Background: an optimization exercise with open tools, aiming at small area. Do not read the settings as production practice.
Function was checked by simulation only, so behaviour that the tests miss may differ from the original.
Power and IR drop assume default switching activity. The flow treats the clock pin as an ideal source, which a real chip does not have.

--- flow/flow/run.sh ---
#!/bin/bash
# The standard layout (standard.sh) with three changes:
#  - synthesis and repair may use only drive strength 1 logic cells (buffers, inverters,
#    flip-flops and clock cells are not restricted): extra_dont_use.txt is added to the
#    platform's don't-use list
#  - ports are buffered with buf_1
#  - clock tree: clkbuf_8 leaf clusters of up to 20 sinks, no dummy loads
set -euo pipefail
PLAT=$(make -s -C "$FLOW_HOME" DESIGN_CONFIG="$FLOW_CONFIG" WORK_HOME="$PWD/orfs" print-DONT_USE_CELLS 2>/dev/null | sed -n 's/^DONT_USE_CELLS: //p')
export DU="$PLAT $(cat flow/extra_dont_use.txt)"
export BUFFER_PORTS_ARGS="-buffer_cell sky130_fd_sc_hd__buf_1"
export CTS_ARGS="-sink_clustering_enable -repair_clock_nets -sink_clustering_size 20 -sink_clustering_max_diameter 100 -buf_list sky130_fd_sc_hd__clkbuf_8 -dont_use_dummy_load"
sed 's|"\${@:-finish}"|"DONT_USE_CELLS=$DU" "${@:-finish}"|' standard.sh > standard_du.sh
grep -q 'DONT_USE_CELLS=\$DU' standard_du.sh
echo "$DU" > dont_use.log
bash standard_du.sh > standard.log 2>&1
--- flow/flow/extra_dont_use.txt ---
sky130_fd_sc_hd__a2111o_2 sky130_fd_sc_hd__a2111o_4 sky130_fd_sc_hd__a2111oi_2 sky130_fd_sc_hd__a2111oi_4 sky130_fd_sc_hd__a211o_2 sky130_fd_sc_hd__a211o_4 sky130_fd_sc_hd__a211oi_2 sky130_fd_sc_hd__a211oi_4 sky130_fd_sc_hd__a21bo_2 sky130_fd_sc_hd__a21bo_4 sky130_fd_sc_hd__a21boi_2 sky130_fd_sc_hd__a21boi_4 sky130_fd_sc_hd__a21o_2 sky130_fd_sc_hd__a21o_4 sky130_fd_sc_hd__a21oi_2 sky130_fd_sc_hd__a21oi_4 sky130_fd_sc_hd__a221o_2 sky130_fd_sc_hd__a221o_4 sky130_fd_sc_hd__a221oi_2 sky130_fd_sc_hd__a221oi_4 sky130_fd_sc_hd__a22o_2 sky130_fd_sc_hd__a22o_4 sky130_fd_sc_hd__a22oi_2 sky130_fd_sc_hd__a22oi_4 sky130_fd_sc_hd__a2bb2o_2 sky130_fd_sc_hd__a2bb2o_4 sky130_fd_sc_hd__a2bb2oi_2 sky130_fd_sc_hd__a2bb2oi_4 sky130_fd_sc_hd__a311o_2 sky130_fd_sc_hd__a311o_4 sky130_fd_sc_hd__a311oi_2 sky130_fd_sc_hd__a311oi_4 sky130_fd_sc_hd__a31o_2 sky130_fd_sc_hd__a31o_4 sky130_fd_sc_hd__a31oi_2 sky130_fd_sc_hd__a31oi_4 sky130_fd_sc_hd__a32o_2 sky130_fd_sc_hd__a32o_4 sky130_fd_sc_hd__a32oi_2 sky130_fd_sc_hd__a32oi_4 sky130_fd_sc_hd__a41o_2 sky130_fd_sc_hd__a41o_4 sky130_fd_sc_hd__a41oi_2 sky130_fd_sc_hd__a41oi_4 sky130_fd_sc_hd__and2_2 sky130_fd_sc_hd__and2_4 sky130_fd_sc_hd__and2b_2 sky130_fd_sc_hd__and2b_4 sky130_fd_sc_hd__and3_2 sky130_fd_sc_hd__and3_4 sky130_fd_sc_hd__and3b_2 sky130_fd_sc_hd__and3b_4 sky130_fd_sc_hd__and4_2 sky130_fd_sc_hd__and4_4 sky130_fd_sc_hd__and4b_2 sky130_fd_sc_hd__and4b_4 sky130_fd_sc_hd__and4bb_2 sky130_fd_sc_hd__and4bb_4 sky130_fd_sc_hd__fa_2 sky130_fd_sc_hd__fa_4 sky130_fd_sc_hd__ha_2 sky130_fd_sc_hd__ha_4 sky130_fd_sc_hd__maj3_2 sky130_fd_sc_hd__maj3_4 sky130_fd_sc_hd__mux2_2 sky130_fd_sc_hd__mux2_4 sky130_fd_sc_hd__mux2_8 sky130_fd_sc_hd__mux2i_2 sky130_fd_sc_hd__mux2i_4 sky130_fd_sc_hd__mux4_2 sky130_fd_sc_hd__mux4_4 sky130_fd_sc_hd__nand2_2 sky130_fd_sc_hd__nand2_4 sky130_fd_sc_hd__nand2_8 sky130_fd_sc_hd__nand2b_2 sky130_fd_sc_hd__nand2b_4 sky130_fd_sc_hd__nand3_2 sky130_fd_sc_hd__nand3_4 sky130_fd_sc_hd__nand3b_2 sky130_fd_sc_hd__nand3b_4 sky130_fd_sc_hd__nand4_2 sky130_fd_sc_hd__nand4_4 sky130_fd_sc_hd__nand4b_2 sky130_fd_sc_hd__nand4b_4 sky130_fd_sc_hd__nand4bb_2 sky130_fd_sc_hd__nand4bb_4 sky130_fd_sc_hd__nor2_2 sky130_fd_sc_hd__nor2_4 sky130_fd_sc_hd__nor2_8 sky130_fd_sc_hd__nor2b_2 sky130_fd_sc_hd__nor2b_4 sky130_fd_sc_hd__nor3_2 sky130_fd_sc_hd__nor3_4 sky130_fd_sc_hd__nor3b_2 sky130_fd_sc_hd__nor3b_4 sky130_fd_sc_hd__nor4_2 sky130_fd_sc_hd__nor4_4 sky130_fd_sc_hd__nor4b_2 sky130_fd_sc_hd__nor4b_4 sky130_fd_sc_hd__nor4bb_2 sky130_fd_sc_hd__nor4bb_4 sky130_fd_sc_hd__o2111a_2 sky130_fd_sc_hd__o2111a_4 sky130_fd_sc_hd__o2111ai_2 sky130_fd_sc_hd__o2111ai_4 sky130_fd_sc_hd__o211a_2 sky130_fd_sc_hd__o211a_4 sky130_fd_sc_hd__o211ai_2 sky130_fd_sc_hd__o211ai_4 sky130_fd_sc_hd__o21a_2 sky130_fd_sc_hd__o21a_4 sky130_fd_sc_hd__o21ai_2 sky130_fd_sc_hd__o21ai_4 sky130_fd_sc_hd__o21ba_2 sky130_fd_sc_hd__o21ba_4 sky130_fd_sc_hd__o21bai_2 sky130_fd_sc_hd__o21bai_4 sky130_fd_sc_hd__o221a_2 sky130_fd_sc_hd__o221a_4 sky130_fd_sc_hd__o221ai_2 sky130_fd_sc_hd__o221ai_4 sky130_fd_sc_hd__o22a_2 sky130_fd_sc_hd__o22a_4 sky130_fd_sc_hd__o22ai_2 sky130_fd_sc_hd__o22ai_4 sky130_fd_sc_hd__o2bb2a_2 sky130_fd_sc_hd__o2bb2a_4 sky130_fd_sc_hd__o2bb2ai_2 sky130_fd_sc_hd__o2bb2ai_4 sky130_fd_sc_hd__o311a_2 sky130_fd_sc_hd__o311a_4 sky130_fd_sc_hd__o311ai_2 sky130_fd_sc_hd__o311ai_4 sky130_fd_sc_hd__o31a_2 sky130_fd_sc_hd__o31a_4 sky130_fd_sc_hd__o31ai_2 sky130_fd_sc_hd__o31ai_4 sky130_fd_sc_hd__o32a_2 sky130_fd_sc_hd__o32a_4 sky130_fd_sc_hd__o32ai_2 sky130_fd_sc_hd__o32ai_4 sky130_fd_sc_hd__o41a_2 sky130_fd_sc_hd__o41a_4 sky130_fd_sc_hd__o41ai_2 sky130_fd_sc_hd__o41ai_4 sky130_fd_sc_hd__or2_2 sky130_fd_sc_hd__or2_4 sky130_fd_sc_hd__or2b_2 sky130_fd_sc_hd__or2b_4 sky130_fd_sc_hd__or3_2 sky130_fd_sc_hd__or3_4 sky130_fd_sc_hd__or3b_2 sky130_fd_sc_hd__or3b_4 sky130_fd_sc_hd__or4_2 sky130_fd_sc_hd__or4_4 sky130_fd_sc_hd__or4b_2 sky130_fd_sc_hd__or4b_4 sky130_fd_sc_hd__or4bb_2 sky130_fd_sc_hd__or4bb_4 sky130_fd_sc_hd__sedfxbp_2 sky130_fd_sc_hd__sedfxtp_2 sky130_fd_sc_hd__sedfxtp_4 sky130_fd_sc_hd__xnor2_2 sky130_fd_sc_hd__xnor2_4 sky130_fd_sc_hd__xnor3_2 sky130_fd_sc_hd__xnor3_4 sky130_fd_sc_hd__xor2_2 sky130_fd_sc_hd__xor2_4 sky130_fd_sc_hd__xor3_2 sky130_fd_sc_hd__xor3_4
--- flow/standard.sh ---
#!/bin/bash
# synth_recipe.tcl (not shown) runs the flow's synth.tcl, then flattens the netlist and writes it again
# the make line also repeats each setting of config.mk as NAME=value (left out here)
make -C /OpenROAD-flow-scripts/flow DESIGN_CONFIG=/design/flow/config.mk WORK_HOME=/design/flow/orfs CLKGATE_MAP_FILE= SYNTH_SCRIPT=/design/flow/synth_recipe.tcl "${@:-finish}"
--- flow/config.mk ---
export PLATFORM = sky130hd
export DESIGN_NAME = fsmc_regs_top
export DESIGN_NICKNAME = fsmc_regs_top
export VERILOG_FILES = /design/flow/design.v
export SDC_FILE = /design/flow/constraint.sdc
export NUM_CORES = 4
export LEC_CHECK = 0
export CAP_MARGIN = 20
export CORE_MARGIN = 2
export CORE_UTILIZATION = 65
export SLEW_MARGIN = 20
--- flow/constraint.sdc ---
create_clock -name core_clock -period 5.0 [get_ports {clk}]
set_input_delay 1.0000 -clock core_clock [delete_from_list [all_inputs] [get_ports {clk}]]
set_output_delay 1.0000 -clock core_clock [all_outputs]
set_load 0.01 [all_outputs]
--- flow/design.v ---
`timescale 1ns/1ps
module fsmc_regs_top (
    input  logic                      clk,
    input  logic                      rst_n,
    input  logic                      nadv,
    input  logic                      nwe,
    input  logic                      noe,
    input  logic [18-1:0] ad_bus,
    output logic [18-1:0] ad_drive,
    output logic                      ad_drive_en
);
    localparam int dw    = 16;
    localparam int len   = 7;        
    localparam int rings = 10;
    logic          nadv_s, nwe_s;    
    logic [3:0]    noe_hist;         
    logic          en_q;
    logic [2:0]    phase;            
    logic          clr;              
    logic [5:0]    addr_q;           
    logic [5:0]    waddr_q;          
    logic [dw-1:0] wdata_q;          
    logic          wpend;
    logic          rpend;            
    logic [dw-1:0] rdata_q;
    logic          wr_end;
    logic [rings-1:0] wsel;          
    logic [dw-1:0] tap [rings];
    logic [dw-1:0] head [rings];     
    logic [dw-1:0] rword;
    logic [2:0]    phase_p;          
    logic          rhit;
    function automatic logic [rings-1:0] at_tap(input logic [5:0] k, input logic [2:0] ph);
        at_tap = '0;
        if (k[2:0] != 3'd7)
            at_tap[k[5:3]] = (ph == k[2:0]);
        else if (k[5:3] != 3'd7)
            at_tap[8] = (ph == k[5:3]);
        else
            at_tap[9] = 1'b1;
    endfunction
    always_ff @(posedge clk or negedge rst_n) begin
        if (!rst_n) begin
            nadv_s   <= 1'b1;
            nwe_s    <= 1'b1;
            noe_hist <= '0;
            en_q     <= 1'b0;
        end else begin
            nadv_s   <= nadv;
            nwe_s    <= nwe;
            noe_hist <= {noe_hist[2:0], ~noe};
            en_q     <= |noe_hist[3:1];
        end
    end
    always_ff @(posedge clk) begin
        if (!nadv)
            addr_q <= {ad_bus[17:16], ad_bus[3:0]};
    end
    always_ff @(posedge clk or negedge rst_n) begin
        if (!rst_n) begin
            phase <= '0;
            clr   <= 1'b1;
        end else begin
            phase <= (phase == 3'(len - 1)) ? '0 : phase + 1'b1;
            if (phase == 3'(len - 1))
                clr <= 1'b0;
        end
    end
    assign wr_end = nwe && !nwe_s;
    assign wsel   = wpend ? at_tap(waddr_q, phase) : '0;
    always_ff @(posedge clk) begin
        if (wr_end)
            waddr_q <= addr_q;
    end
    always_ff @(posedge clk or negedge rst_n) begin
        if (!rst_n) begin
            wdata_q <= '0;    
            wpend   <= 1'b0;
        end else begin
            if (wr_end)
                wdata_q <= ad_bus[dw-1:0];
            wpend <= wr_end || (wpend && !(|wsel));
        end
    end
    for (genvar r = 0; r < rings; r++) begin : g_ring
        localparam int n = (r == rings - 1) ? 1 : len;
        logic [n*dw-1:0] q;
        logic            we;
        assign we      = clr || wsel[r];
        assign tap[r]  = we ? wdata_q : q[n*dw-1 -: dw];
        assign head[r] = q[dw-1:0];
        always_ff @(posedge clk) begin
            if (n == 1)
                q <= tap[r];
            else
                q <= {q[n*dw-dw-1:0], tap[r]};
        end
    end
    assign phase_p = (phase == 3'd0) ? 3'(len - 1) : phase - 1'b1;
    assign rhit    = |at_tap(addr_q, phase_p);
    always_comb begin
        if (addr_q[2:0] != 3'd7)
            rword = head[addr_q[5:3]];
        else if (addr_q[5:3] != 3'd7)
            rword = head[8];
        else
            rword = head[9];
    end
    always_ff @(posedge clk or negedge rst_n) begin
        if (!rst_n)
            rpend <= 1'b0;
        else
            rpend <= (!nadv_s && nwe_s) || (rpend && !rhit);
    end
    always_ff @(posedge clk) begin
        if (rpend && rhit)
            rdata_q <= rword;
    end
    assign ad_drive    = {2'b00, rdata_q};
    assign ad_drive_en = en_q;
endmodule
==> results of run 1 <==
-- report_power, final --
part           internal, uW  total (uW)  switching (uW)
logic                   105         258             153
clock network          1080        3360            2280
registers              9040        9230             187
total                 10200       12800            2620
-- cell type report --
class	count	area, sq um
clock buffers	60	825.8
fillers	2709	12070
inverters	12	45.04
multi-input cells	378	3498
flip-flops and latches	1081	22230
well taps	525	656.9
repair buffers	61	312.8
-- sequential cells by signal, summed over array words and instances (netlist names) --
register,cells
addr_q,6
clr,1
en_q,1
g_ring.q,1024
nadv_s,1
noe_hist,4
nwe_s,1
phase,3
rdata_q,16
rpend,1
waddr_q,6
wdata_q,16
wpend,1
-- worst max-delay path by stage --
| stage | slack (ns) | endpoint | from |
|---|---|---|---|
| global placement | 2.26 | rdata_q[13] | addr_q[3] |
| CTS | 2.14 | rdata_q[5] | addr_q[3] |
| detailed placement | 2.13 | rdata_q[5] | addr_q[3] |
| finish | 2.16 | rdata_q[5] | addr_q[3] |
| global route | 1.96 | rdata_q[13] | addr_q[3] |
| floorplan | 2.32 | rdata_q[0] | addr_q[5] |
-- synth_stat cells, drive strengths merged, types with 4 or more instances --
| library cell | count |
|---|---|
| ha | 12 |
| o211ai | 5 |
| buf | 27 |
| a21oi | 18 |
| mux2i | 16 |
| a31oi | 11 |
| xnor2 | 4 |
| edfxtp | 44 |
| a222oi | 18 |
| a221oi | 16 |
| and3 | 13 |
| clkbuf | 23 |
| nor2b | 4 |
| dfrtp | 26 |
| a22oi | 11 |
| nand3 | 7 |
| a211oi | 13 |
| nor2 | 10 |
| nand2 | 5 |
| xor2 | 6 |
| inv | 12 |
| o21ai | 8 |
| mux2 | 176 |
| dfxtp | 1008 |
-- kinds of logic after synthesis --
kind of cell,Yosys count
AOI/OAI and AO/OA,110
xor gates and xnor gates,10
adders and majority gates,12
buffers and inverters,62
DFF,1081
muxes,192
other,1
and+or+nand+nor,52
-- per-stage QoR --
| stage | power (uW) | hold WS (ns) |
|---|---|---|
| 2_1_floorplan | 9502 | 0.3096 |
| 3_3_place_gp | 9668 | 0.3095 |
| 3_5_place_dp | 9689 | 0.3121 |
| 4_1_cts | 12970 | 0.2551 |
| 5_1_grt | 13340 | 0.2512 |
| 6_report | 12850 | 0.2549 |
-- metal layers --
| metal | vias up | routed length [um] | global-route usage (%) | part of all wire, % |
|---|---|---|---|---|
| li1 | 5202 | - | - | - |
| met3 | 64 | 1954 | 4.337 | 4.7 |
| met2 | 180 | 18300 | 31.46 | 44 |
| met5 | - | 0 | 0 | 0 |
| met4 | 0 | 750 | 4.917 | 1.8 |
| met1 | 5251 | 20900 | 30.65 | 50 |
-- critical path, cell delays in order (launching register included) --
cell and delay (ns):
sky130_fd_sc_hd__edfxtp_1 0.47, sky130_fd_sc_hd__inv_1 0.10, sky130_fd_sc_hd__ha_1 0.49, sky130_fd_sc_hd__buf_4 0.34, sky130_fd_sc_hd__or4_1 0.76, sky130_fd_sc_hd__nor2_1 0.17
sky130_fd_sc_hd__a211oi_1 0.06, sky130_fd_sc_hd__o21bai_1 0.19
==> out/qor.txt, run 1 <==
RUN STATUS
--------------------------------------------------------------------------------
Status                                                  timing/DRC/antenna clean

STA
--------------------------------------------------------------------------------
Final setup violation count                                                    0
Setup TNS                                                                   0 ns
Period Utilization, post-route                                            56.85%
Final number of max-transition violations                                      0
Worst-margin pin slew                                                   1.003 ns
Count of final hold-check violations                                           0
Setup repair after global routing missed its margin                        false
Final clock skew                                                      0.06342 ns
Maximum frequency from static timing analysis                          351.8 MHz
Final Critical Period                                                   2.843 ns
Worst max-slew margin expressed relative to the limit                     33.14%
Post-route setup slack                                                  2.157 ns

CRITICAL PATH
--------------------------------------------------------------------------------
Reg2reg end                                                           rdata_q[5]
Required @ worst endpoint                                                5.43 ns
Worst reg2reg startpoint                                               addr_q[3]
Depth of the worst register-to-register path                                   7
Crit path max fanout                                                          16
R2r setup slk                                                            2.16 ns
Category of the most critical setup path                              reg -> reg
Critical path data arrival time                                          3.27 ns
Type of element capturing the critical path                                 flop
Startpoint type of the worst setup path                                     flop

FINAL LAYOUT
--------------------------------------------------------------------------------
Final design utilization                                                  69.55%
Count of antenna diodes in the layout                                          0
Layout-stage area growth over the synthesis result                        5.643%
Ratio of cells with drive above 1 in the final layout                     5.465%
Non-filler instance count after layout                                     2,117
Post-route cell area                                                27,570 sq um
Net total in the final layout                                              1,629
Most used cells in the layout excluding fill and tap cells          sky130_fd_sc_hd__dfxtp_1 (1,008), sky130_fd_sc_hd__mux2_1 (176), sky130_fd_sc_hd__clkbuf_8 (60), sky130_fd_sc_hd__edfxtp_1 (44), sky130_fd_sc_hd__buf_1 (38)
Most common library cell in the layout ignoring fill and taps       sky130_fd_sc_hd__dfxtp_1

LOGIC SYNTHESIS
--------------------------------------------------------------------------------
Synthesized area divided by synthesized cell count                   17.17 sq um
Sequential element share of the synthesized area                          85.18%
Post-synthesis cell area                                            26,100 sq um
Post-synth EDFFs                                                              44
Main synth FF type                                                  sky130_fd_sc_hd__dfxtp_1
Post-synthesis simple-gate area fraction                                  1.093%
Number of register bits inferred by synthesis                              1,081
Count of synthesis-stage warnings from yosys                                   3
Xor-xnor portion of the synthesized cell area                            0.3356%
Cell accounting for the most synthesized area                       sky130_fd_sc_hd__dfxtp_1
Fraction of the mapped netlist area in compound gates                     3.164%
Dominant combinational cell family by area after synthesis          multiplexers
Number of unique standard cell types used by synthesis                        46
Portion of netlist area occupied by mux cells                             8.208%
Proportion of netlist area held by the largest area contributor           77.33%
Number of standard cells after synthesis                                   1,520
Adder and majority cell fraction of the synthesized area                 0.5753%
Synth async-reset ratio                                                   2.683%
Largest cells by area after synthesis                               sky130_fd_sc_hd__dfxtp_1 (77%), sky130_fd_sc_hd__mux2_1 (7.6%), sky130_fd_sc_hd__edfxtp_1 (5.1%)

CLOCKING
--------------------------------------------------------------------------------
Num Clock Sinks                                                            1,081
Clock Root Buffer                                                   sky130_fd_sc_hd__clkbuf_8
Number of buffers inserted by hold repair at cts                               0
CTS tree                                                                     yes
H-tree depth reported by CTS                                                   2
Clock Path Buffers                                                             3
Number of setup buffers added after CTS                                        0
Total clock buffers created by CTS                                            60
Clock slew at reported path FFs                                          0.11 ns
Clock network latency to the later pin of the worst-skew pair            0.66 ns
CTS-repair resized insts                                                       0

GRT
--------------------------------------------------------------------------------
Vias in the first global route                                            10,730
Tot GR Track Use                                                          20.68%
Global-route wire length before repair                                 63,900 um
Pin count of the biggest net entering global routing                          47
GRT Residual Overflow                                                          0
Number of antenna violations at the first check in global routing              0

PLACE
--------------------------------------------------------------------------------
# placed instances                                                         2,057
Global placer's final weighted congestion                                 0.7825
Count of input and output buffers                                             39
Worst setup slack after placement                                       2.134 ns
Final HPWL DP                                                          25,310 um
Post-place instance area                                            26,740 sq um

FLOORPLANNING
--------------------------------------------------------------------------------
Initial standard-cell utilization of the core                             65.83%
Chip width                                                              204.4 um
Site Rows                                                                     73
Die Area                                                            41,770 sq um
Boundary pin count                                                            42
Area inside the core boundary                                       39,640 sq um
Die Span Y                                                              204.4 um

ROUTE
--------------------------------------------------------------------------------
Final antenna-violating net count                                              0
First-pass DRT Iterations                                                      6
Total wire length after detailed routing                               41,910 um
Final routed wire length divided by cell count                          19.80 um
Starting DRC count in detailed routing                                       661
Total number of vias                                                      10,700
Via-per-instance ratio                                                     5.053
# DRC                                                                          0

FLOW RUN
--------------------------------------------------------------------------------
Number of violations of the max-capacitance limit                              0

HOLD PATH
--------------------------------------------------------------------------------
Cell depth of the worst hold path                                              0
Worst Hold Class                                                      reg -> reg
Worst Hold Path EP                                                  g_ring[6].q[66]
Source of the worst hold timing path                                g_ring[6].q[50]

POWER AND IR DROP
--------------------------------------------------------------------------------
IR Drop Worst-Case VDD                                                 0.3464 mV
Power per unit of standard cell area                                466.0 nW/um^2
Static Leak                                                           0.01123 uW

==> run 2: changes to the inputs <==
--- a/flow/design.v
+++ b/flow/design.v
@@ -29,4 +29,5 @@
     logic [dw-1:0] head [rings];     
     logic [dw-1:0] rword;
+    logic [rings-1:0] rsel;
     logic [2:0]    phase_p;          
     logic          rhit;
@@ -99,12 +100,13 @@
     assign phase_p = (phase == 3'd0) ? 3'(len - 1) : phase - 1'b1;
     assign rhit    = |at_tap(addr_q, phase_p);
-    always_comb begin
-        if (addr_q[2:0] != 3'd7)
-            rword = head[addr_q[5:3]];
-        else if (addr_q[5:3] != 3'd7)
-            rword = head[8];
-        else
-            rword = head[9];
-    end
+    fsmc_ring_sel ring_sel_i (
+        .k   (addr_q),
+        .sel (rsel)
+    );
+    fsmc_word_mux word_mux_i (
+        .sel   (rsel),
+        .words ({head[9], head[8], head[7], head[6], head[5], head[4], head[3], head[2], head[1], head[0]}),
+        .word  (rword)
+    );
     always_ff @(posedge clk or negedge rst_n) begin
         if (!rst_n)
@@ -120,2 +122,27 @@
     assign ad_drive_en = en_q;
 endmodule
+module fsmc_ring_sel (
+    input  logic [5:0] k,
+    output logic [9:0] sel
+);
+    always_comb begin
+        sel = '0;
+        if (k[2:0] != 3'd7)
+            sel[k[5:3]] = 1'b1;
+        else if (k[5:3] != 3'd7)
+            sel[8] = 1'b1;
+        else
+            sel[9] = 1'b1;
+    end
+endmodule
+module fsmc_word_mux (
+    input  logic [9:0]     sel,
+    input  logic [10*16-1:0] words,
+    output logic [15:0]    word
+);
+    always_comb begin
+        word = '0;
+        for (int r = 0; r < 10; r++)
+            word = word | ({16{sel[r]}} & words[r*16 +: 16]);
+    end
+endmodule
--- a/flow/config.mk
+++ b/flow/config.mk
@@ -10,2 +10,3 @@
 export CORE_UTILIZATION = 65
 export SLEW_MARGIN = 20
+export SYNTH_HIERARCHICAL = 1
==> out/qor.txt, run 2 <==
STA
----------------------------------------------------------------------------------------
Period Utilization, post-route                                                    57.05%   was 56.85%
Setup repair after global routing missed its margin                                false   unchanged
Count of final hold-check violations                                                   0   unchanged
Worst-margin pin slew                                                           1.149 ns   was 1.003 ns
Maximum frequency from static timing analysis                                  350.5 MHz   was 351.8 MHz
Final Critical Period                                                           2.853 ns   was 2.843 ns
Final clock skew                                                              0.06763 ns   was 0.06342 ns
Worst hold slack across all endpoints                                          0.2594 ns   was 0.2549 ns
Worst max-slew margin expressed relative to the limit                             23.38%   was 33.14%
Final setup violation count                                                            0   unchanged
Final number of max-transition violations                                              0   unchanged
Setup TNS                                                                           0 ns   unchanged

LOGIC SYNTHESIS
----------------------------------------------------------------------------------------
Count of synthesis-stage warnings from yosys                                          11   was 3
Largest cells by area after synthesis                                       sky130_fd_sc_hd__dfxtp_1 (78%), sky130_fd_sc_hd__mux2_1 (7.0%), sky130_fd_sc_hd__edfxtp_1 (5.1%)   was sky130_fd_sc_hd__dfxtp_1 (77%), sky130_fd_sc_hd__mux2_1 (7.6%), sky130_fd_sc_hd__edfxtp_1 (5.1%)
Number of register bits inferred by synthesis                                      1,081   unchanged
Number of standard cells after synthesis                                           1,501   was 1,520
Main synth FF type                                                          sky130_fd_sc_hd__dfxtp_1   unchanged
Portion of netlist area occupied by mux cells                                     7.073%   was 8.208%
Number of unique standard cell types used by synthesis                                51   was 46
Xor-xnor portion of the synthesized cell area                                    0.2366%   was 0.3356%
Synthesized area divided by synthesized cell count                           17.27 sq um   was 17.17 sq um
Dominant combinational cell family by area after synthesis                  multiplexers   unchanged
Synth async-reset ratio                                                           2.683%   unchanged
Sequential element share of the synthesized area                                  85.77%   was 85.18%
Most used standard cell by instance count after synthesis                   sky130_fd_sc_hd__dfxtp_1   unchanged
Proportion of netlist area held by the largest area contributor                   77.86%   was 77.33%
Adder and majority cell fraction of the synthesized area                         0.6276%   was 0.5753%
Fraction of the mapped netlist area in compound gates                             3.326%   was 3.164%
Post-synthesis cell area                                                    25,920 sq um   was 26,100 sq um
Most frequent cells after synthesis                                         sky130_fd_sc_hd__dfxtp_1 (1,008), sky130_fd_sc_hd__mux2_1 (161), sky130_fd_sc_hd__a22oi_1 (48), sky130_fd_sc_hd__edfxtp_1 (44), sky130_fd_sc_hd__dfrtp_1 (26)   was sky130_fd_sc_hd__dfxtp_1 (1,008), sky130_fd_sc_hd__mux2_1 (176), sky130_fd_sc_hd__edfxtp_1 (44), sky130_fd_sc_hd__dfrtp_1 (26), sky130_fd_sc_hd__clkbuf_1 (23)
Post-synthesis simple-gate area fraction                                          1.390%   was 1.093%
Post-synth EDFFs                                                                      44   unchanged
Cell accounting for the most synthesized area                               sky130_fd_sc_hd__dfxtp_1   unchanged

FLOORPLANNING
----------------------------------------------------------------------------------------
Area inside the core boundary                                               39,550 sq um   was 39,640 sq um
Site Rows                                                                             73   unchanged
Boundary pin count                                                                    42   unchanged
Initial standard-cell utilization of the core                                     65.53%   was 65.83%
Die Span Y                                                                      203.7 um   was 204.4 um
Die Area                                                                    41,490 sq um   was 41,770 sq um
Chip width                                                                      203.7 um   was 204.4 um

GRT
----------------------------------------------------------------------------------------
Tot GR Track Use                                                                  20.89%   was 20.68%
Global-route wire length before repair                                         63,670 um   was 63,900 um
Vias in the first global route                                                    10,700   was 10,730
Number of antenna violations at the first check in global routing                      0   unchanged
GRT Residual Overflow                                                                  0   unchanged
Pin count of the biggest net entering global routing                                  30   was 47

PLACE
----------------------------------------------------------------------------------------
Global placer's final weighted congestion                                         0.7738   was 0.7825
Final HPWL DP                                                                  25,070 um   was 25,310 um
Count of input and output buffers                                                     39   unchanged
Post-place instance area                                                    26,540 sq um   was 26,740 sq um

ROUTE
----------------------------------------------------------------------------------------
Final routed wire length divided by cell count                                  19.91 um   was 19.80 um
Starting DRC count in detailed routing                                               531   was 661
# DRC                                                                                  0   unchanged
Uppermost routed layer                                                              met4   unchanged
Total wire length after detailed routing                                       41,880 um   was 41,910 um
Total number of vias                                                              10,620   was 10,700
Routed metal-1 wire length                                                     21,330 um   was 20,900 um
Metal2 WL                                                                      17,950 um   was 18,300 um
Final antenna-violating net count                                                      0   unchanged
Detail Route met3 WL                                                             1620 um   was 1954 um
First-pass DRT Iterations                                                              4   was 6
Via-per-instance ratio                                                             5.049   was 5.053

CRITICAL PATH
----------------------------------------------------------------------------------------
Sequence of cells on the critical path                                      inv_2 -> ha_1 -> or3_1 -> a21oi_1 -> a31oi_1 -> or4_1 -> a21boi_1 -> buf_4   was inv_1 -> ha_1 -> buf_4 -> or4_1 -> nor2_1 -> a211oi_1 -> o21bai_1
Start point of the critical path                                                phase[0]   was addr_q[3]
Worst reg2reg startpoint                                                        phase[0]   was addr_q[3]
Category of the most critical setup path                                      reg -> reg   unchanged
Startpoint type of the worst setup path                                             flop   unchanged
Worst-path cell with the longest stage delay                                sky130_fd_sc_hd__or4_1   unchanged
Crit path max fanout                                                                  16   unchanged
Buffering stage count on the worst path with inverters included                        2   unchanged
Critical path data arrival time                                                  3.19 ns   was 3.27 ns
Type of element capturing the critical path                                         flop   unchanged
Required @ worst endpoint                                                        5.34 ns   was 5.43 ns
CP peak stage delay                                                              0.55 ns   was 0.76 ns
Category of cells accounting for the largest share of critical-path delay   simple AND/OR/NAND/NOR gates   unchanged

FINAL LAYOUT
----------------------------------------------------------------------------------------
Most used cells in the layout excluding fill and tap cells                  sky130_fd_sc_hd__dfxtp_1 (1,008), sky130_fd_sc_hd__mux2_1 (161), sky130_fd_sc_hd__clkbuf_8 (60), sky130_fd_sc_hd__a22oi_1 (48), sky130_fd_sc_hd__edfxtp_1 (44)   was sky130_fd_sc_hd__dfxtp_1 (1,008), sky130_fd_sc_hd__mux2_1 (176), sky130_fd_sc_hd__clkbuf_8 (60), sky130_fd_sc_hd__edfxtp_1 (44), sky130_fd_sc_hd__buf_1 (38)
Ratio of cells with drive above 1 in the final layout                             5.513%   was 5.465%
Biggest regs                                                                g_ring.q (1024), rdata_q (16), wdata_q (16)   unchanged
Count of antenna diodes in the layout                                                  0   unchanged
Post-route cell area                                                        27,370 sq um   was 27,570 sq um
Register with the most flip-flops                                               g_ring.q   unchanged
Layout-stage area growth over the synthesis result                                5.586%   was 5.643%
Net total in the final layout                                                      1,616   was 1,629
Layout filler cell count                                                           2,718   was 2,709
Number of flip-flops under the largest register name                               1,024   unchanged
Most common library cell in the layout ignoring fill and taps               sky130_fd_sc_hd__dfxtp_1   unchanged

CLOCKING
----------------------------------------------------------------------------------------
Num Clock Sinks                                                                    1,081   unchanged
Number of setup buffers added after CTS                                                0   unchanged
Clock network latency to the later pin of the worst-skew pair                    0.65 ns   was 0.66 ns
Number of buffers inserted by hold repair at cts                                       0   unchanged
CTS-repair resized insts                                                               0   unchanged
Total clock buffers created by CTS                                                    60   unchanged
Clock Path Buffers                                                                     3   unchanged
CTS tree                                                                             yes   unchanged
Clock Root Buffer                                                           sky130_fd_sc_hd__clkbuf_8   unchanged
Clock slew at reported path FFs                                                  0.12 ns   was 0.11 ns
H-tree depth reported by CTS                                                           2   unchanged

HOLD PATH
----------------------------------------------------------------------------------------
Worst Hold Class                                                              reg -> reg   unchanged
Source of the worst hold timing path                                        g_ring[5].q[89]   was g_ring[6].q[50]

RUN STATUS
----------------------------------------------------------------------------------------
Status                                                          timing/DRC/antenna clean   unchanged

POWER AND IR DROP
----------------------------------------------------------------------------------------
Fraction of power consumed by the clock network                                    26.3%   was 26.2%
Internal power                                                                 10,190 uW   was 10,230 uW
Net switching power                                                              2606 uW   was 2621 uW
IR Drop Worst-Case VDD                                                         0.3526 mV   was 0.3464 mV
Fraction of power consumed by sequential logic                                     72.0%   was 71.8%
Fraction of power consumed by combinational cells                                   1.7%   was 2.0%
Power per unit of standard cell area                                        467.7 nW/um^2   was 466.0 nW/um^2
Post-route total power                                                         12,800 uW   was 12,850 uW
Static Leak                                                                   0.01108 uW   was 0.01123 uW
Sw Share                                                                          20.37%   was 20.40%

FLOW RUN
----------------------------------------------------------------------------------------
Number of violations of the max-capacitance limit                                      0   unchanged

[run 2: cell types whose count changed after synthesis, moves of 5 or more]
cell                       delta
sky130_fd_sc_hd__nand4_1     +16
sky130_fd_sc_hd__mux2i_1     -14
sky130_fd_sc_hd__a22o_1      +16
sky130_fd_sc_hd__a21oi_1      -8
sky130_fd_sc_hd__clkbuf_1    -14
sky130_fd_sc_hd__a211oi_1    -12
sky130_fd_sc_hd__and3_1       -8
sky130_fd_sc_hd__buf_2        +8
sky130_fd_sc_hd__a222oi_1    -18
sky130_fd_sc_hd__a22oi_1     +37
sky130_fd_sc_hd__o21ai_1      -5
sky130_fd_sc_hd__and2_1       +6
sky130_fd_sc_hd__mux2_1      -15
[run 2: routing by layer]
| layer | vias up | GRT usage, % |
|---|---|---|
| met1 | 5239 | 31.51 |
| met3 | 62 | 3.867 |
| met2 | 196 | 30.92 |
| li1 | 5121 | - |
| met4 | 0 | 6.413 |
| met5 | - | 0 |
[run 2: cells by family (layout without fill, tap and decap cells)]
logic type / count (synthesis) / in the layout
flops: 1081 / 1081
simple gates: 64 / 64
mux: 163 / 163
buf+inv: 59 / 135
other cells: 1 / 2
compound gates: 113 / 113
xor+xnor: 7 / 7
fa+ha+maj: 13 / 13
[run 2: power groups by stage]
stage          clock (uW)  sequential, uW  combinational, uW
5_1_grt              3790            9270                231
6_report             3370            9220                214
2_1_floorplan           0            9320                142
4_1_cts              3480            9230                214
3_3_place_gp            0            9410                205
3_5_place_dp            0            9420                212
[run 2: worst paths after layout]
path / slack (ns) / endpoint / depth (start not counted)
worst max-delay path: 2.15 / rdata_q[12] / 8
worst min-delay path: 0.26 / g_ring[5].q[105] / 0
worst max register to register: 2.15 / rdata_q[12] / 8
worst min register to register: 0.26 / g_ring[5].q[105] / 0
max in group asynchronous: 3.93 / noe_hist[3] / 1
min in group asynchronous: 0.45 / wpend / 1
[run 2: worst reg2reg max path, cell delays in order, from the launching register on]
cell                       delay [ns]
sky130_fd_sc_hd__dfrtp_1         0.52
sky130_fd_sc_hd__inv_2           0.11
sky130_fd_sc_hd__ha_1            0.22
sky130_fd_sc_hd__or3_1           0.41
sky130_fd_sc_hd__a21oi_1         0.14
sky130_fd_sc_hd__a31oi_1         0.05
sky130_fd_sc_hd__or4_1           0.55
sky130_fd_sc_hd__a21boi_1        0.16
sky130_fd_sc_hd__buf_4           0.35
[run 2: layout make-up]
class,count,area (sq um),share of cell area [%]
sequential,1081,22230,81.24
clock buffer,60,825.8,3.018
timing repair buffer,61,312.8,1.143
tap,525,656.9,2.400
inverter,14,52.55,0.1920
multi-input combinational,362,3287,12.01
[run 2: modules after synthesis, one instance, submodules excluded]
module         flops+latches  cells inside  times used  cell area, sq um
fsmc_regs_top           1081          1360           1             24880
fsmc_word_mux              0           116           1             868.3
fsmc_ring_sel              0            25           1             166.4
[run 2: stage by stage]
stage,utilization (%),std cells,setup slack (ns)
floorplan,-,1502,1.930
CTS,69.19,2103,2.160
detailed placement,67.10,2043,2.191
finish,69.19,2103,2.147
global route,69.19,2103,1.989
global placement,67.10,2043,2.181
==> run 3: changes to the inputs <==
--- a/flow/config.mk
+++ b/flow/config.mk
@@ -8,5 +8,5 @@
 export CAP_MARGIN = 20
 export CORE_MARGIN = 2
-export CORE_UTILIZATION = 65
+export CORE_UTILIZATION = 85
 export SLEW_MARGIN = 20
 export SYNTH_HIERARCHICAL = 1
==> out/qor.txt, run 3 <==
LOGIC SYNTHESIS
--------------------------------------------------------------------------------
Sequential element share of the synthesized area                          85.77%   unchanged
Most frequent cells after synthesis                                 sky130_fd_sc_hd__dfxtp_1 (1,008), sky130_fd_sc_hd__mux2_1 (161), sky130_fd_sc_hd__a22oi_1 (48), sky130_fd_sc_hd__edfxtp_1 (44), sky130_fd_sc_hd__dfrtp_1 (26)   unchanged
Synthesized area divided by synthesized cell count                   17.27 sq um   unchanged
Number of register bits inferred by synthesis                              1,081   unchanged
Main synth FF type                                                  sky130_fd_sc_hd__dfxtp_1   unchanged
Count of synthesis-stage warnings from yosys                                  11   unchanged
Number of standard cells after synthesis                                   1,501   unchanged
Synth async-reset ratio                                                   2.683%   unchanged
Most used standard cell by instance count after synthesis           sky130_fd_sc_hd__dfxtp_1   unchanged
Proportion of netlist area held by the largest area contributor           77.86%   unchanged
Post-synthesis cell area                                            25,920 sq um   unchanged
Post-synth EDFFs                                                              44   unchanged
Number of unique standard cell types used by synthesis                        51   unchanged
Largest cells by area after synthesis                               sky130_fd_sc_hd__dfxtp_1 (78%), sky130_fd_sc_hd__mux2_1 (7.0%), sky130_fd_sc_hd__edfxtp_1 (5.1%)   unchanged
Cell accounting for the most synthesized area                       sky130_fd_sc_hd__dfxtp_1   unchanged

RUN STATUS
--------------------------------------------------------------------------------
Status                                                              stopped before the end   was timing/DRC/antenna clean
Failing step                                                        global routing (5_1_grt)
Err                                                                 [ERROR DPL-0033] detailed placement checks failed during check placement.

CLOCKING
--------------------------------------------------------------------------------
Num Clock Sinks                                                            1,081   unchanged
Number of buffers inserted by hold repair at cts                               0   unchanged
CTS-repair resized insts                                                       0   unchanged
Clock Path Buffers                                                             3   unchanged
H-tree depth reported by CTS                                                   2   unchanged
Number of setup buffers added after CTS                                        0   unchanged
Clock Root Buffer                                                   sky130_fd_sc_hd__clkbuf_8   unchanged
Total clock buffers created by CTS                                            60   unchanged

PLACE
--------------------------------------------------------------------------------
Final HPWL DP                                                          29,970 um   was 25,070 um
Worst setup slack after placement                                       1.912 ns   was 2.191 ns
Global placer's final weighted congestion                                 0.8201   was 0.7738
Count of input and output buffers                                             39   unchanged
# placed instances                                                         1,904   was 2,043

GRT
--------------------------------------------------------------------------------
Number of antenna violations at the first check in global routing              0
Pin count of the biggest net entering global routing                          30

FLOORPLANNING
--------------------------------------------------------------------------------
Boundary pin count                                                            42   unchanged
Initial standard-cell utilization of the core                             86.98%   was 65.53%
Die Span Y                                                              178.6 um   was 203.7 um
Site Rows                                                                     63   was 73
Chip width                                                              178.6 um   was 203.7 um

==> run 3: cell counts after synthesis <==
Identical to the previous run, type by type.
==> run 3: cell families after synthesis <==
family	share of synthesized area, %
flops	85.77
mux	7.073
compound gates	3.326
simple gates	1.390
buf+inv	1.559
fa+ha+maj	0.6276
xor+xnor	0.2366
other cells	0.01447
==> run 3: worst min path at each step <==
stage / from / endpoint / cells past startpoint
after CTS: g_ring[8].q[45] / g_ring[8].q[61] / 0
after detailed placement: g_ring[4].q[66] / g_ring[4].q[82] / 0
after global placement: g_ring[4].q[43] / g_ring[4].q[59] / 0
after floorplan: g_ring[0].q[84] / g_ring[0].q[100] / 0
==> run 3: power groups by stage <==
stage          clock network, uW  logic (uW)  registers, uW
3_3_place_gp                   0         204           9390
2_1_floorplan                  0         142           9320
4_1_cts                     3450         241           9250
3_5_place_dp                   0         227           9430
==> run 3: metrics by stage <==
| step | utilization (%) | cell area, sq um | hold WS [ns] |
|---|---|---|---|
| 2_1_floorplan | - | 25920 | 0.3096 |
| 3_3_place_gp | 88.40 | 26340 | 0.3095 |
| 3_5_place_dp | 88.40 | 26340 | 0.3121 |
| 4_1_cts | 91.17 | 27170 | 0.2495 |
==> run 3: Yosys stat by module, one instance, submodules excluded <==
module | cell area [sq um] | copies in the design | cells | flops+latches
fsmc_regs_top | 24880 | 1 | 1360 | 1081
fsmc_ring_sel | 166.4 | 1 | 25 | 0
fsmc_word_mux | 868.3 | 1 | 116 | 0
==> run 4: changes to the inputs <==
--- a/flow/config.mk
+++ b/flow/config.mk
@@ -8,5 +8,5 @@
 export CAP_MARGIN = 20
 export CORE_MARGIN = 2
-export CORE_UTILIZATION = 85
+export CORE_UTILIZATION = 75
 export SLEW_MARGIN = 20
 export SYNTH_HIERARCHICAL = 1
==> out/qor.txt, run 4 <==
LOGIC SYNTHESIS
----------------------------------------------------------------------------------------
Number of standard cells after synthesis                                           1,501   unchanged
Count of synthesis-stage warnings from yosys                                          11   unchanged
Number of unique standard cell types used by synthesis                                51   unchanged
Sequential element share of the synthesized area                                  85.77%   unchanged
Number of register bits inferred by synthesis                                      1,081   unchanged
Most frequent cells after synthesis                                         sky130_fd_sc_hd__dfxtp_1 (1,008), sky130_fd_sc_hd__mux2_1 (161), sky130_fd_sc_hd__a22oi_1 (48), sky130_fd_sc_hd__edfxtp_1 (44), sky130_fd_sc_hd__dfrtp_1 (26)   unchanged
Cell accounting for the most synthesized area                               sky130_fd_sc_hd__dfxtp_1   unchanged
Post-synth EDFFs                                                                      44   unchanged
Largest cells by area after synthesis                                       sky130_fd_sc_hd__dfxtp_1 (78%), sky130_fd_sc_hd__mux2_1 (7.0%), sky130_fd_sc_hd__edfxtp_1 (5.1%)   unchanged
Post-synthesis cell area                                                    25,920 sq um   unchanged
Most used standard cell by instance count after synthesis                   sky130_fd_sc_hd__dfxtp_1   unchanged
Synthesized area divided by synthesized cell count                           17.27 sq um   unchanged
Synth async-reset ratio                                                           2.683%   unchanged
Main synth FF type                                                          sky130_fd_sc_hd__dfxtp_1   unchanged
Proportion of netlist area held by the largest area contributor                   77.86%   unchanged

CRITICAL PATH
----------------------------------------------------------------------------------------
Start point of the critical path                                                phase[0]
CP peak stage delay                                                              0.58 ns
Sequence of cells on the critical path                                      inv_2 -> ha_1 -> or3_1 -> a21oi_1 -> a31oi_1 -> or4_1 -> a21boi_1 -> buf_4
Worst-path cell with the longest stage delay                                sky130_fd_sc_hd__or4_1
Reg2reg end                                                                   rdata_q[6]
R2r setup slk                                                                    1.99 ns
Required @ worst endpoint                                                        5.35 ns
Category of the most critical setup path                                      reg -> reg
Category of cells accounting for the largest share of critical-path delay   simple AND/OR/NAND/NOR gates
Type of element capturing the critical path                                         flop
Startpoint type of the worst setup path                                             flop
Crit path max fanout                                                                  16
Worst reg2reg startpoint                                                        phase[0]
Buffering stage count on the worst path with inverters included                        2
Critical path data arrival time                                                  3.36 ns
Depth of the worst register-to-register path                                           8

FINAL LAYOUT
----------------------------------------------------------------------------------------
Most common library cell in the layout ignoring fill and taps               sky130_fd_sc_hd__dfxtp_1
Layout-stage area growth over the synthesis result                                5.190%
Most used cells in the layout excluding fill and tap cells                  sky130_fd_sc_hd__dfxtp_1 (1,008), sky130_fd_sc_hd__mux2_1 (161), sky130_fd_sc_hd__clkbuf_8 (60), sky130_fd_sc_hd__a22oi_1 (48), sky130_fd_sc_hd__edfxtp_1 (44)
Final design utilization                                                          79.51%
Count of antenna diodes in the layout                                                  0
Register with the most flip-flops                                               g_ring.q
Ratio of cells with drive above 1 in the final layout                             5.393%
Layout filler cell count                                                           1,849
Number of flip-flops under the largest register name                               1,024
Biggest regs                                                                g_ring.q (1024), rdata_q (16), wdata_q (16)
Net total in the final layout                                                      1,614

FLOORPLANNING
----------------------------------------------------------------------------------------
Initial standard-cell utilization of the core                                     75.59%   was 86.98%
Site Rows                                                                             68   was 63
Die Area                                                                    36,060 sq um
Chip width                                                                      189.9 um   was 178.6 um
Die Span Y                                                                      189.9 um   was 178.6 um
Area inside the core boundary                                               34,290 sq um
Boundary pin count                                                                    42   unchanged

HOLD PATH
----------------------------------------------------------------------------------------
Cell depth of the worst hold path                                                      0
Worst Hold Path EP                                                          g_ring[7].q[60]
Source of the worst hold timing path                                        g_ring[7].q[44]
Worst Hold Class                                                              reg -> reg

STA
----------------------------------------------------------------------------------------
Setup TNS                                                                           0 ns
Count of final hold-check violations                                                   0
Final number of max-transition violations                                              0
Worst max-slew margin expressed relative to the limit                             22.93%
Final Critical Period                                                           3.009 ns
Post-route setup slack                                                          1.991 ns
Final setup violation count                                                            0
Final clock skew                                                              0.06513 ns
Period Utilization, post-route                                                    60.19%
Maximum frequency from static timing analysis                                  332.3 MHz
Setup repair after global routing missed its margin                                false
Worst-margin pin slew                                                           1.156 ns
Worst hold slack across all endpoints                                          0.2527 ns

GRT
----------------------------------------------------------------------------------------
GRT Residual Overflow                                                                  0
Global-route wire length before repair                                         63,470 um
Pin count of the biggest net entering global routing                                  30
Vias in the first global route                                                    10,760
Tot GR Track Use                                                                  24.08%
Number of antenna violations at the first check in global routing                      1

PLACE
----------------------------------------------------------------------------------------
Worst setup slack after placement                                               2.056 ns   was 1.912 ns
Global placer's final weighted congestion                                         0.8423   was 0.8201
Final HPWL DP                                                                  25,000 um   was 29,970 um
Count of input and output buffers                                                     39   unchanged

ROUTE
----------------------------------------------------------------------------------------
Total wire length after detailed routing                                       41,990 um
Final routed wire length divided by cell count                                  20.68 um
# DRC                                                                                  0
Total number of vias                                                              10,630
Starting DRC count in detailed routing                                               781
First-pass DRT Iterations                                                              5
Via-per-instance ratio                                                             5.236
Final antenna-violating net count                                                      0

CLOCKING
----------------------------------------------------------------------------------------
Clock slew at reported path FFs                                                  0.11 ns
CTS tree                                                                             yes
CTS-repair resized insts                                                               0   unchanged
Total clock buffers created by CTS                                                    60   unchanged
Clock Path Buffers                                                                     3   unchanged
Number of setup buffers added after CTS                                                0   unchanged
Num Clock Sinks                                                                    1,081   unchanged
Number of buffers inserted by hold repair at cts                                       0   unchanged
H-tree depth reported by CTS                                                           2   unchanged
Clock network latency to the later pin of the worst-skew pair                    0.66 ns
Clock Root Buffer                                                           sky130_fd_sc_hd__clkbuf_8   unchanged

POWER AND IR DROP
----------------------------------------------------------------------------------------
Static Leak                                                                   0.01107 uW
Post-route total power                                                         12,800 uW
IR Drop Worst-Case VDD                                                         0.4045 mV
Power per unit of standard cell area                                        469.5 nW/um^2

RUN STATUS
----------------------------------------------------------------------------------------
Status                                                          timing/DRC/antenna clean   was stopped before the end

FLOW RUN
----------------------------------------------------------------------------------------
Number of violations of the max-capacitance limit                                      0

[run 4: modules after synthesis (local to each module, per instance)]
module / times used / flip-flops and latches / cell area, sq um
fsmc_ring_sel: 1 / 0 / 166.4
fsmc_regs_top: 1 / 1081 / 24880
fsmc_word_mux: 1 / 0 / 868.3
[run 4: logic make-up after synthesis]
group / share of synthesized area [%]
buffers and inverters: 1.559
xor gates and xnor gates: 0.2366
adders and majority gates: 0.6276
DFF: 85.77
and+or+nand+nor: 1.390
other: 0.01447
muxes: 7.073
AOI/OAI and AO/OA: 3.326
[run 4: how the worst max path moves through the flow]
| stage | depth (start not counted) | to |
|---|---|---|
| after global routing | 8 | rdata_q[6] |
| after global placement | 8 | rdata_q[7] |
| after detailed placement | 8 | rdata_q[7] |
| after CTS | 8 | rdata_q[6] |
| after floorplan | 7 | rdata_q[0] |
| final | 8 | rdata_q[6] |
[run 4: layer usage]
layer  track usage (%)  vias to the layer above  part of all wire, %
met5                 0                        -                    0
met4             7.752                        0                  2.5
met3             3.948                       70                  5.6
met2             36.13                      260                   43
met1             36.44                     5184                   49
li1                  -                     5120                    -
[run 4: stage by stage]
| step | cell area [sq um] | std cells |
|---|---|---|
| CTS | 27260 | 2031 |
| finish | 27260 | 2031 |
| global placement | 26440 | 1971 |
| detailed placement | 26440 | 1971 |
| floorplan | 25920 | 1502 |
| global route | 27260 | 2031 |
[run 4: final cells by class]
cell class                      count  area [sq um]  share of cell area (%)
Timing Repair Buffer               59         297.8                   1.092
Sequential cell                  1081         22230                   81.54
Inverter                           14         52.55                  0.1928
Tap cell                          455         569.3                   2.088
Clock buffer                       60         825.8                   3.029
Multi-Input combinational cell    362          3287                   12.06
[run 4: power breakdown]
group / leakage, uW / switching (uW) / total (uW) / internal (uW)
logic: 0.00173 / 132 / 215 / 82.7
registers: 0.00891 / 192 / 9220 / 9030
clock network: 0.000431 / 2290 / 3370 / 1080
total: 0.0111 / 2610 / 12800 / 10200
[run 4: worst register-to-register path: stages, from the launching register on]
cell                       delay (ns)
sky130_fd_sc_hd__dfrtp_1         0.52
sky130_fd_sc_hd__inv_2           0.11
sky130_fd_sc_hd__ha_1            0.23
sky130_fd_sc_hd__or3_1           0.42
sky130_fd_sc_hd__a21oi_1         0.16
sky130_fd_sc_hd__a31oi_1         0.05
sky130_fd_sc_hd__or4_1           0.58
sky130_fd_sc_hd__a21boi_1        0.24
sky130_fd_sc_hd__buf_4           0.37
==> run 5: changes to the inputs <==
--- a/flow/flow/run.sh
+++ b/flow/flow/run.sh
@@ -10,5 +10,5 @@
 export DU="$PLAT $(cat flow/extra_dont_use.txt)"
 export BUFFER_PORTS_ARGS="-buffer_cell sky130_fd_sc_hd__buf_1"
-export CTS_ARGS="-sink_clustering_enable -repair_clock_nets -sink_clustering_size 20 -sink_clustering_max_diameter 100 -buf_list sky130_fd_sc_hd__clkbuf_8 -dont_use_dummy_load"
+export CTS_ARGS="-sink_clustering_enable -repair_clock_nets -sink_clustering_size 36 -sink_clustering_max_diameter 80 -buf_list sky130_fd_sc_hd__clkbuf_16 -dont_use_dummy_load"
 sed 's|"\${@:-finish}"|"DONT_USE_CELLS=$DU" "${@:-finish}"|' standard.sh > standard_du.sh
 grep -q 'DONT_USE_CELLS=\$DU' standard_du.sh
==> out/qor.txt, run 5 <==
RUN STATUS
--------------------------------------------------------------------------------
Status                                                  timing/DRC/antenna clean   unchanged

FLOORPLANNING
--------------------------------------------------------------------------------
Die Area                                                            36,060 sq um   unchanged
Boundary pin count                                                            42   unchanged
Die Span Y                                                              189.9 um   unchanged
Chip width                                                              189.9 um   unchanged
Area inside the core boundary                                       34,290 sq um   unchanged
Initial standard-cell utilization of the core                             75.59%   unchanged
Site Rows                                                                     68   unchanged

CRITICAL PATH
--------------------------------------------------------------------------------
Worst-path cell with the longest stage delay                        sky130_fd_sc_hd__or4_1   unchanged
Required @ worst endpoint                                                5.24 ns   was 5.35 ns
R2r setup slk                                                            1.98 ns   was 1.99 ns
Depth of the worst register-to-register path                                   8   unchanged
CP peak stage delay                                                      0.58 ns   about the same
Crit path max fanout                                                          16   unchanged
Critical path data arrival time                                          3.25 ns   was 3.36 ns
Startpoint type of the worst setup path                                     flop   unchanged
Reg2reg end                                                          rdata_q[10]   was rdata_q[6]
Sequence of cells on the critical path                              inv_2 -> ha_1 -> or3_1 -> a21oi_1 -> a31oi_1 -> or4_1 -> a21boi_1 -> buf_4   unchanged
Category of the most critical setup path                              reg -> reg   unchanged
Worst reg2reg startpoint                                                phase[0]   unchanged
Type of element capturing the critical path                                 flop   unchanged

LOGIC SYNTHESIS
--------------------------------------------------------------------------------
Cell accounting for the most synthesized area                       sky130_fd_sc_hd__dfxtp_1   unchanged
Number of unique standard cell types used by synthesis                        51   unchanged
Synth async-reset ratio                                                   2.683%   unchanged
Post-synth EDFFs                                                              44   unchanged
Most used standard cell by instance count after synthesis           sky130_fd_sc_hd__dfxtp_1   unchanged
Count of synthesis-stage warnings from yosys                                  11   unchanged
Largest cells by area after synthesis                               sky130_fd_sc_hd__dfxtp_1 (78%), sky130_fd_sc_hd__mux2_1 (7.0%), sky130_fd_sc_hd__edfxtp_1 (5.1%)   unchanged
Number of standard cells after synthesis                                   1,501   unchanged
Post-synthesis cell area                                            25,920 sq um   unchanged
Synthesized area divided by synthesized cell count                   17.27 sq um   unchanged
Main synth FF type                                                  sky130_fd_sc_hd__dfxtp_1   unchanged
Proportion of netlist area held by the largest area contributor           77.86%   unchanged
Number of register bits inferred by synthesis                              1,081   unchanged
Sequential element share of the synthesized area                          85.77%   unchanged
Most frequent cells after synthesis                                 sky130_fd_sc_hd__dfxtp_1 (1,008), sky130_fd_sc_hd__mux2_1 (161), sky130_fd_sc_hd__a22oi_1 (48), sky130_fd_sc_hd__edfxtp_1 (44), sky130_fd_sc_hd__dfrtp_1 (26)   unchanged

CLOCKING
--------------------------------------------------------------------------------
Clock network latency to the later pin of the worst-skew pair            0.56 ns   was 0.66 ns
Number of buffers inserted by hold repair at cts                               0   unchanged
Clock Root Buffer                                                   sky130_fd_sc_hd__clkbuf_16   was sky130_fd_sc_hd__clkbuf_8
Number of setup buffers added after CTS                                        0   unchanged
Total clock buffers created by CTS                                            36   was 60
H-tree depth reported by CTS                                                   2   unchanged
Clock Path Buffers                                                             3   unchanged
Clock slew at reported path FFs                                          0.12 ns   was 0.11 ns
CTS-repair resized insts                                                       0   unchanged
CTS tree                                                                     yes   unchanged
Num Clock Sinks                                                            1,081   unchanged

STA
--------------------------------------------------------------------------------
Final Critical Period                                                   3.016 ns   was 3.009 ns
Final setup violation count                                                    0   unchanged
Worst max-slew margin expressed relative to the limit                     21.83%   was 22.93%
Setup TNS                                                                   0 ns   unchanged
Setup repair after global routing missed its margin                        false   unchanged
Worst-margin pin slew                                                   1.173 ns   was 1.156 ns
Maximum frequency from static timing analysis                          331.6 MHz   was 332.3 MHz
Count of final hold-check violations                                           0   unchanged
Period Utilization, post-route                                            60.32%   was 60.19%
Final clock skew                                                      0.02708 ns   was 0.06513 ns
Final number of max-transition violations                                      0   unchanged

FINAL LAYOUT
--------------------------------------------------------------------------------
Non-filler instance count after layout                                     2,007   was 2,031
Count of antenna diodes in the layout                                          0   unchanged
Biggest regs                                                        g_ring.q (1024), rdata_q (16), wdata_q (16)   unchanged
Most common library cell in the layout ignoring fill and taps       sky130_fd_sc_hd__dfxtp_1   unchanged
Ratio of cells with drive above 1 in the final layout                     3.930%   was 5.393%
Final design utilization                                                  79.73%   was 79.51%
Layout-stage area growth over the synthesis result                        5.480%   was 5.190%
Register with the most flip-flops                                       g_ring.q   unchanged
Most used cells in the layout excluding fill and tap cells          sky130_fd_sc_hd__dfxtp_1 (1,008), sky130_fd_sc_hd__mux2_1 (161), sky130_fd_sc_hd__a22oi_1 (48), sky130_fd_sc_hd__edfxtp_1 (44), sky130_fd_sc_hd__buf_1 (38)   was sky130_fd_sc_hd__dfxtp_1 (1,008), sky130_fd_sc_hd__mux2_1 (161), sky130_fd_sc_hd__clkbuf_8 (60), sky130_fd_sc_hd__a22oi_1 (48), sky130_fd_sc_hd__edfxtp_1 (44)
Net total in the final layout                                              1,590   was 1,614
Number of flip-flops under the largest register name                       1,024   unchanged

PLACE
--------------------------------------------------------------------------------
Global placer's final weighted congestion                                 0.8423   unchanged
# placed instances                                                         1,971   unchanged
Final HPWL DP                                                          25,000 um   unchanged
Count of input and output buffers                                             39   unchanged

POWER AND IR DROP
--------------------------------------------------------------------------------
IR Drop Worst-Case VDD                                                 0.4122 mV   was 0.4045 mV
Power per unit of standard cell area                                476.4 nW/um^2   was 469.5 nW/um^2
Static Leak                                                           0.01109 uW   was 0.01107 uW
Post-route total power                                                 13,020 uW   was 12,800 uW

ROUTE
--------------------------------------------------------------------------------
Final routed wire length divided by cell count                          21.16 um   was 20.68 um
Starting DRC count in detailed routing                                       769   was 781
Via-per-instance ratio                                                     5.285   was 5.236
# DRC                                                                          0   unchanged
Final antenna-violating net count                                              0   unchanged
Total number of vias                                                      10,610   was 10,630
First-pass DRT Iterations                                                      5   unchanged
Total wire length after detailed routing                               42,460 um   was 41,990 um

HOLD PATH
--------------------------------------------------------------------------------
Worst Hold Path EP                                                  g_ring[5].q[43]   was g_ring[7].q[60]
Source of the worst hold timing path                                g_ring[5].q[27]   was g_ring[7].q[44]
Worst Hold Class                                                      reg -> reg   unchanged
Cell depth of the worst hold path                                              0   unchanged

GRT
--------------------------------------------------------------------------------
Vias in the first global route                                            10,600   was 10,760
Pin count of the biggest net entering global routing                          37   was 30
GRT Residual Overflow                                                          0   unchanged
Tot GR Track Use                                                          24.04%   was 24.08%
Global-route wire length before repair                                 63,690 um   was 63,470 um
Number of antenna violations at the first check in global routing              0   was 1

FLOW RUN
--------------------------------------------------------------------------------
Number of violations of the max-capacitance limit                              0   unchanged

-- run 5: cell types whose count changed in the layout (fill, tap and decap cells not counted), sizes merged --
cell | before | now
clkbuf | 61 | 37
-- run 5: worst max-delay path by stage --
stage                  endpoint     start  depth (start not counted)  slack (ns)
finish              rdata_q[10]  phase[0]                          8        1.98
global route        rdata_q[10]  phase[0]                          8        1.86
CTS                 rdata_q[10]  phase[0]                          8        2.00
detailed placement   rdata_q[7]  phase[0]                          8        2.06
global placement     rdata_q[7]  phase[0]                          8        2.17
floorplan            rdata_q[0]  phase[0]                          7        1.93
-- run 5: cell families after synthesis --
kind of cell | share of synthesized area (%)
fa+ha+maj | 0.6276
buf+inv | 1.559
compound gates | 3.326
other cells | 0.01447
xor+xnor | 0.2366
flops | 85.77
simple gates | 1.390
mux | 7.073
-- run 5: area by class of cell --
| cell class | instances | area (sq um) |
|---|---|---|
| repair buffers | 59 | 297.8 |
| well taps | 455 | 569.3 |
| fillers | 1811 | 6950 |
| clock buffers | 36 | 900.9 |
| flip-flops and latches | 1081 | 22230 |
| inverters | 14 | 52.55 |
| multi-input cells | 362 | 3287 |
-- run 5: metal layers --
layer,up-vias,GRT usage [%],part of all wire (%)
li1,5082,-,-
met1,5240,37.06,50
met2,218,36.86,44
met3,67,2.583,3.9
met4,0,6.679,2.5
met5,-,0,0
-- run 5: where the power goes --
part	leakage (uW)	internal [uW]	total, uW	switching (uW)
clock network	0.000444	1320	3580	2260
registers	0.00891	9030	9220	194
logic	0.00173	82.7	216	133
-- run 5: modules after synthesis (local to each module, per instance) --
module | flip-flops and latches | cells inside | times used
fsmc_word_mux | 0 | 116 | 1
fsmc_ring_sel | 0 | 25 | 1
fsmc_regs_top | 1081 | 1360 | 1
-- run 5: worst max-delay path, delay by kind of cell (launching register included) --
| family | cells | cell delay [ns] |
|---|---|---|
| AOI/OAI and AO/OA | 3 | 0.49 |
| adders and majority gates | 1 | 0.24 |
| buffers and inverters | 2 | 0.44 |
| DFF | 1 | 0.52 |
| and+or+nand+nor | 2 | 1.00 |
-- run 5: metrics by stage --
step	setup WS, ns	cell area, sq um	hold WS (ns)
after floorplan	1.930	25920	0.3096
after global placement	2.172	26440	0.3096
after detailed placement	2.056	26440	0.3121
after CTS	1.998	27340	0.3096
after global routing	1.855	27340	0.3189
final	1.984	27340	0.3087
==> run 6: changes to the inputs <==
--- a/flow/design.v
+++ b/flow/design.v
@@ -22,5 +22,4 @@
     logic [dw-1:0] wdata_q;          
     logic          wpend;
-    logic          rpend;            
     logic [dw-1:0] rdata_q;
     logic          wr_end;
@@ -32,4 +31,5 @@
     logic [2:0]    phase_p;          
     logic          rhit;
+    logic          en_d, cap;
     function automatic logic [rings-1:0] at_tap(input logic [5:0] k, input logic [2:0] ph);
         at_tap = '0;
@@ -51,5 +51,5 @@
             nwe_s    <= nwe;
             noe_hist <= {noe_hist[2:0], ~noe};
-            en_q     <= |noe_hist[3:1];
+            en_q     <= en_d;
         end
     end
@@ -109,12 +109,8 @@
         .word  (rword)
     );
-    always_ff @(posedge clk or negedge rst_n) begin
-        if (!rst_n)
-            rpend <= 1'b0;
-        else
-            rpend <= (!nadv_s && nwe_s) || (rpend && !rhit);
-    end
+    assign en_d = |noe_hist[3:1];
+    assign cap  = rhit && !(en_d && !nadv_s);
     always_ff @(posedge clk) begin
-        if (rpend && rhit)
+        if (cap)
             rdata_q <= rword;
     end
--- a/flow/flow/run.sh
+++ b/flow/flow/run.sh
@@ -10,5 +10,5 @@
 export DU="$PLAT $(cat flow/extra_dont_use.txt)"
 export BUFFER_PORTS_ARGS="-buffer_cell sky130_fd_sc_hd__buf_1"
-export CTS_ARGS="-sink_clustering_enable -repair_clock_nets -sink_clustering_size 36 -sink_clustering_max_diameter 80 -buf_list sky130_fd_sc_hd__clkbuf_16 -dont_use_dummy_load"
+export CTS_ARGS="-sink_clustering_enable -repair_clock_nets -sink_clustering_size 20 -sink_clustering_max_diameter 100 -buf_list sky130_fd_sc_hd__clkbuf_8 -dont_use_dummy_load"
 sed 's|"\${@:-finish}"|"DONT_USE_CELLS=$DU" "${@:-finish}"|' standard.sh > standard_du.sh
 grep -q 'DONT_USE_CELLS=\$DU' standard_du.sh
--- a/flow/config.mk
+++ b/flow/config.mk
@@ -8,5 +8,5 @@
 export CAP_MARGIN = 20
 export CORE_MARGIN = 2
-export CORE_UTILIZATION = 75
+export CORE_UTILIZATION = 70
 export SLEW_MARGIN = 20
 export SYNTH_HIERARCHICAL = 1
==> out/qor.txt, run 6 <==
RUN STATUS
--------------------------------------------------------------------------------
Status                                                  timing/DRC/antenna clean   unchanged

FINAL LAYOUT
--------------------------------------------------------------------------------
Most common library cell in the layout ignoring fill and taps       sky130_fd_sc_hd__dfxtp_1   unchanged
Net total in the final layout                                              1,615   was 1,590
Biggest regs                                                        g_ring.q (1024), rdata_q (16), wdata_q (16)   unchanged
Post-route cell area                                                27,250 sq um   was 27,340 sq um
Register with the most flip-flops                                       g_ring.q   unchanged
Register cell area after layout                                     22,210 sq um   was 22,230 sq um
Layout filler cell count                                                   2,207   was 1,811

HOLD PATH
--------------------------------------------------------------------------------
Worst Hold Path EP                                                  g_ring[4].q[79]   was g_ring[5].q[43]
Source of the worst hold timing path                                g_ring[4].q[63]   was g_ring[5].q[27]
Worst Hold Class                                                      reg -> reg   unchanged

LOGIC SYNTHESIS
--------------------------------------------------------------------------------
Proportion of netlist area held by the largest area contributor           78.00%   was 77.86%
Number of standard cells after synthesis                                   1,504   was 1,501
Cell accounting for the most synthesized area                       sky130_fd_sc_hd__dfxtp_1   unchanged
Number of register bits inferred by synthesis                              1,080   was 1,081
Number of unique standard cell types used by synthesis                        47   was 51
Main synth FF type                                                  sky130_fd_sc_hd__dfxtp_1   unchanged
Most frequent cells after synthesis                                 sky130_fd_sc_hd__dfxtp_1 (1,008), sky130_fd_sc_hd__mux2_1 (161), sky130_fd_sc_hd__a22oi_1 (49), sky130_fd_sc_hd__edfxtp_1 (44), sky130_fd_sc_hd__dfrtp_1 (25)   was sky130_fd_sc_hd__dfxtp_1 (1,008), sky130_fd_sc_hd__mux2_1 (161), sky130_fd_sc_hd__a22oi_1 (48), sky130_fd_sc_hd__edfxtp_1 (44), sky130_fd_sc_hd__dfrtp_1 (26)

POWER AND IR DROP
--------------------------------------------------------------------------------
IR Drop Worst-Case VDD                                                 0.3622 mV   was 0.4122 mV

CLOCKING
--------------------------------------------------------------------------------
CTS-repair resized insts                                                       0   unchanged

GRT
--------------------------------------------------------------------------------
Number of antenna violations at the first check in global routing              0   unchanged
Tot GR Track Use                                                          21.86%   was 24.04%

STA
--------------------------------------------------------------------------------
Worst-margin pin slew                                                   1.160 ns   was 1.173 ns
Final number of max-transition violations                                      0   unchanged
Post-route setup slack                                                  2.094 ns   was 1.984 ns
Setup TNS                                                                   0 ns   unchanged

CRITICAL PATH
--------------------------------------------------------------------------------
Category of the most critical setup path                              reg -> reg   unchanged
Depth of the worst register-to-register path                                   7   was 8
Type of element capturing the critical path                                 flop   unchanged

FLOORPLANNING
--------------------------------------------------------------------------------
Die Span Y                                                              196.3 um   was 189.9 um

FLOW RUN
--------------------------------------------------------------------------------
Number of violations of the max-capacitance limit                              0   unchanged

PLACE
--------------------------------------------------------------------------------
Count of input and output buffers                                             39   unchanged

ROUTE
--------------------------------------------------------------------------------
Total number of vias                                                      10,600   was 10,610
# DRC                                                                          0   unchanged

-- run 6: changes by cell type after synthesis, moves of 3 or more --
cell                      change
sky130_fd_sc_hd__buf_2        +8
sky130_fd_sc_hd__buf_6        -9
sky130_fd_sc_hd__inv_1        +3
sky130_fd_sc_hd__nand4_1      +3
sky130_fd_sc_hd__xnor2_1      +6
-- run 6: metrics by stage --
stage / hold WS, ns / std cells
finish: 0.3260 / 2045
global route: 0.3321 / 2045
CTS: 0.3293 / 2045
detailed placement: 0.3121 / 1986
global placement: 0.3096 / 1986
floorplan: 0.3096 / 1505
-- run 6: power by group through the flow --
stage	sequential (uW)	clock (uW)	combinational [uW]
floorplan	9330	0	148
global placement	9420	0	205
detailed placement	9430	0	216
CTS	9240	3430	217
global route	9280	3720	236
finish	9230	3350	218
-- run 6: worst max-delay path by stage --
stage,startpoint,end
final,addr_q[4],rdata_q[4]
after global routing,waddr_q[3],g_ring[6].q[0]
after CTS,waddr_q[3],g_ring[6].q[0]
after detailed placement,waddr_q[3],g_ring[6].q[0]
after global placement,waddr_q[3],g_ring[6].q[11]
after floorplan,phase[0],rdata_q[0]
-- run 6: layer usage --
layer	up-vias	wire length (um)	GRT usage, %
li1	5124	-	-
met4	0	924	7.071
met5	-	0	0
met1	5211	20590	32.39
met2	196	17570	33.21
met3	66	1676	3.868
-- run 6: per-module statistics from Yosys, one instance, submodules excluded --
module,cells,flip-flops and latches
fsmc_regs_top,1363,1080
fsmc_word_mux,116,0
fsmc_ring_sel,25,0
-- run 6: logic make-up after synthesis --
family	share of synthesized area (%)
and+or+nand+nor	1.349
muxes	7.046
xor gates and xnor gates	0.3724
DFF	85.83
buffers and inverters	1.485
other	0.01449
adders and majority gates	0.6287
AOI/OAI and AO/OA	3.279
-- run 6: worst max-delay path, cell delays in order (launching register included) --
cell and delay [ns]:
sky130_fd_sc_hd__edfxtp_1 0.58, sky130_fd_sc_hd__ha_1 0.25, sky130_fd_sc_hd__and3_1 0.83, sky130_fd_sc_hd__nor3_1 0.14, sky130_fd_sc_hd__buf_4 0.25, sky130_fd_sc_hd__a22o_1 0.22, sky130_fd_sc_hd__a221oi_1 0.24, sky130_fd_sc_hd__nand4_1 0.14
-- run 6: cell type report --
type                            count  share of cell area, %
Multi-Input combinational cell    362                  12.06
Tap cell                          468                  2.148
Clock buffer                       59                  2.979
Timing Repair Buffer               60                  1.120
Sequential cell                  1080                  81.47
Inverter                           16                 0.2204
